From an optimization exercise on the open Yosys and OpenROAD flow, aimed at small area, a short achievable clock period and few clock cycles; shortcuts taken in it are not production practice. RTL that was checked went through simulation tests only; none was proved equivalent to the original. No activity file was given, so power comes from the tool's default toggle rates.

Design ex_stage, start of the top module:
module ex_stage
#(
  parameter int WIDTH      = ex_pkg::WIDTH_DEFAULT,
  parameter int MULDIV_LAT = 4
) (
  input  logic             clk,
  input  logic             rst,
  input  logic             flush,
  input  logic             in_valid,
  output logic             in_ready,
  input  logic [4:0]       in_op,
  input  logic [4:0]       in_shamt,
  input  logic [4:0]       in_rd,
  input  logic [4:0]       in_rs_a,
  input  logic [4:0]       in_rs_b,
  input  logic [WIDTH-1:0] in_a,
  input  logic [WIDTH-1:0] in_b,
  input  logic             in_wen,
  output logic             out_valid,
  input  logic             out_ready,
  output logic [WIDTH-1:0] out_result,
  output logic [4:0]       out_rd,
  output logic             out_wen,
  output logic             out_zf,
  output logic             out_of,
  output logic             out_illegal
);
For scale: ~2200 cells after synthesis, ~170 flip-flops, ~140 I/O pins, roughly 20000 um2 of cells after synthesis.
export LEC_CHECK = 0
export ABC_AREA = 1
export CAP_MARGIN = 20
export CORE_MARGIN = 2
export CORE_UTILIZATION = 40
export SLEW_MARGIN = 20
create_clock -name core_clock -period 95.0 [get_ports {clk}]
standard.sh (not shown) runs the stock make flow with config.mk's settings and CLKGATE_MAP_FILE= SYNTH_SCRIPT=/design/flow/synth_recipe.tcl, a recipe that flattens the netlist after the stock synthesis.
==> flow/flow/run.sh <==
#!/bin/bash
# Layout: the standard ORFS flow (standard.sh) with two changes:
#  - technology mapping uses an area-oriented ABC script (flow/abc.script)
#    in place of ORFS's abc_speed/abc_area scripts; everything else in
#    synthesis is ORFS's and the standard flow's own script, so the registers are the
#    standard synthesis's;
#  - ports are buffered with buf_2 cells.
# Each step's full output goes to a log file of its own in this folder.
set -euo pipefail
here=$(pwd)
rm -rf "$here/orfs_scripts"
cp -r "$FLOW_HOME/scripts" "$here/orfs_scripts"
cp "$here/flow/abc.script" "$here/orfs_scripts/abc_speed.script"
cp "$here/flow/abc.script" "$here/orfs_scripts/abc_area.script"
export SCRIPTS_DIR="$here/orfs_scripts"
export BUFFER_PORTS_ARGS="-buffer_cell sky130_fd_sc_hd__buf_2"
bash standard.sh synth > "$here/synth.log" 2>&1
bash standard.sh > "$here/layout.log" 2>&1
==> flow/flow/abc.script <==
strash
&get -n
&st
&deepsyn -T 30
&dch
&nf
&put
The starting point finished with timing, DRC and antenna clean.
Next try:
--- a/flow/flow/run.sh
+++ b/flow/flow/run.sh
@@ -7 +7 @@
-#  - ports are buffered with buf_2 cells.
+#  - ports are buffered with buf_1 cells.
@@ -16 +16 @@
-export BUFFER_PORTS_ARGS="-buffer_cell sky130_fd_sc_hd__buf_2"
+export BUFFER_PORTS_ARGS="-buffer_cell sky130_fd_sc_hd__buf_1"
Outcome:
- combinational power is about the same
- flip-flop and latch count is unchanged
- worst setup slack gets better by 0.036 ns
- die area is unchanged
- critical path depth came out higher by 1
- first-iteration DRC count came out higher by 6.9%
- clock skew came out higher by 0.0058 ns
- area after synthesis does not change
- worst hold slack gets better by 0.0050 ns
No run of this note included a check of the RTL's function; only the layout flow was run.


== amber ==
Another version of the RTL of ex_stage (not shown whole).
For scale: ~2000 cells after synthesis, about 170 flip-flops, ~19000 um^2 of cells after synthesis.
export LEC_CHECK = 0
export ABC_AREA = 1
export CAP_MARGIN = 20
export CORE_MARGIN = 2
export CORE_UTILIZATION = 40
export SLEW_MARGIN = 20
create_clock -name core_clock -period 95.0 [get_ports {clk}]
==> flow/flow/run.sh <==
#!/bin/bash
# Layout: the standard ORFS flow (standard.sh) with two changes:
#  - technology mapping uses an area-oriented ABC script (flow/abc.script)
#    in place of ORFS's abc_speed/abc_area scripts; everything else in
#    synthesis is ORFS's and the standard flow's own script, so the registers are the
#    standard synthesis's;
#  - ports are buffered with buf_2 cells;
#  - before the post-placement repair_design, nets are limited to a fanout
#    of 10 (flow/pre_resize.tcl).
# Each step's full output goes to a log file of its own in this folder.
set -euo pipefail
here=$(pwd)
rm -rf "$here/orfs_scripts"
cp -r "$FLOW_HOME/scripts" "$here/orfs_scripts"
cp "$here/flow/abc.script" "$here/orfs_scripts/abc_speed.script"
cp "$here/flow/abc.script" "$here/orfs_scripts/abc_area.script"
export SCRIPTS_DIR="$here/orfs_scripts"
export BUFFER_PORTS_ARGS="-buffer_cell sky130_fd_sc_hd__buf_2"
export PRE_RESIZE_TCL="$here/flow/pre_resize.tcl"
bash standard.sh synth > "$here/synth.log" 2>&1
bash standard.sh > "$here/layout.log" 2>&1
==> flow/flow/pre_resize.tcl <==
# Limit the fanout that repair_design leaves on a net, so that high-fanout
# select lines get buffer trees.
set_max_fanout 10 [current_design]
Scripts as last shown in full above: flow/flow/abc.script
amber completed; timing, DRC and antenna clean
Testbench counts of amber, summed over its fixed seeds: cycles 32,591.
### amber -> zinc
Settings: CTS_CLUSTER_DIAMETER now 100, previously not set; CTS_CLUSTER_SIZE now 40, previously not set.
-- flow/flow/run.sh --
<<< amber, line 7
#  - ports are buffered with buf_2 cells;
#  - before the post-placement repair_design, nets are limited to a fanout
#    of 10 (flow/pre_resize.tcl).
>>> zinc, line 7
#  - ports are buffered with buf_2 cells.
<<< amber, line 19
export PRE_RESIZE_TCL="$here/flow/pre_resize.tcl"
>>> zinc, line 17
removed: flow/flow/pre_resize.tcl
Results
In zinc, wire length of the first global-routing pass is lower than in amber.
Routed wire length: amber and zinc compared, higher one is amber
The lower maximum fanout along the worst path of amber and zinc is in amber.
[zinc] upper clock frequency limit rose about 9% relative to amber
Higher count of buffer and inverter cells on the critical path among amber and zinc: amber
Input-level comparison between violet and zinc:
Settings: CTS_CLUSTER_DIAMETER no longer set, was 100; CTS_CLUSTER_SIZE no longer set, was 40.
==> run summary <==
- From zinc to violet, final instance area did not move at all.
- Reported for violet and zinc, cell count turned out identical to the last digit.
- For total number of H-tree levels, violet and zinc come out practically identical.
- Horizontal extent of the die: violet vs zinc identical
- Delta (violet minus zinc): multi-input logic portion of the cell area level, detailed-router iteration count before antenna repair ~0 delta, cell area power density comparable.
--- input diff violet..yarrow ---
Settings: CORE_UTILIZATION now 50, was 40.
-- flow/flow/run.sh --
<<< violet, line 7
#  - ports are buffered with buf_2 cells.
>>> yarrow, line 7
#  - ports are buffered with buf_1 cells.
<<< violet, line 16
export BUFFER_PORTS_ARGS="-buffer_cell sky130_fd_sc_hd__buf_2"
>>> yarrow, line 16
export BUFFER_PORTS_ARGS="-buffer_cell sky130_fd_sc_hd__buf_1"
## What came out
Between yarrow and violet, it is yarrow whose setup slack after placement is lower, by 0.010 ns.
yarrow ends up with higher switching portion of total power than violet does.
Overall power: yarrow lower than violet

-- re-timing with driven ports --
The flow's constraints put no driver on any port. The routed layouts listed below were extracted and timed again, unchanged, in two steps. Step 1 sets driving cells, clkbuf_16 on the clock port and buf_2 on the other inputs (assumed; they add their load-dependent delay and slew). Step 2 moves the port delays by t, midway between the first and last clock arrival at a register: inputs arrive t later, outputs are due t later. That takes back most of the time a late clock gives input paths. Slacks: ideal ports / drivers / drivers and shift; pairs: ideal ports / drivers.
run	shift t [ns]	setup slack, ns	cell pins on the clock port's net
the first run of note 1	0.573	73.704 / 73.735 / 73.162	1
the second run of note 1	0.567	73.740 / 73.769 / 73.202	1
amber	0.555	72.330 / 72.330 / 72.112	1
zinc	0.576	74.200 / 74.225 / 73.649	1
violet	0.576	74.200 / 74.225 / 73.649	1
yarrow	0.579	74.206 / 74.242 / 73.664	1
After both steps every run listed still meets setup and hold.
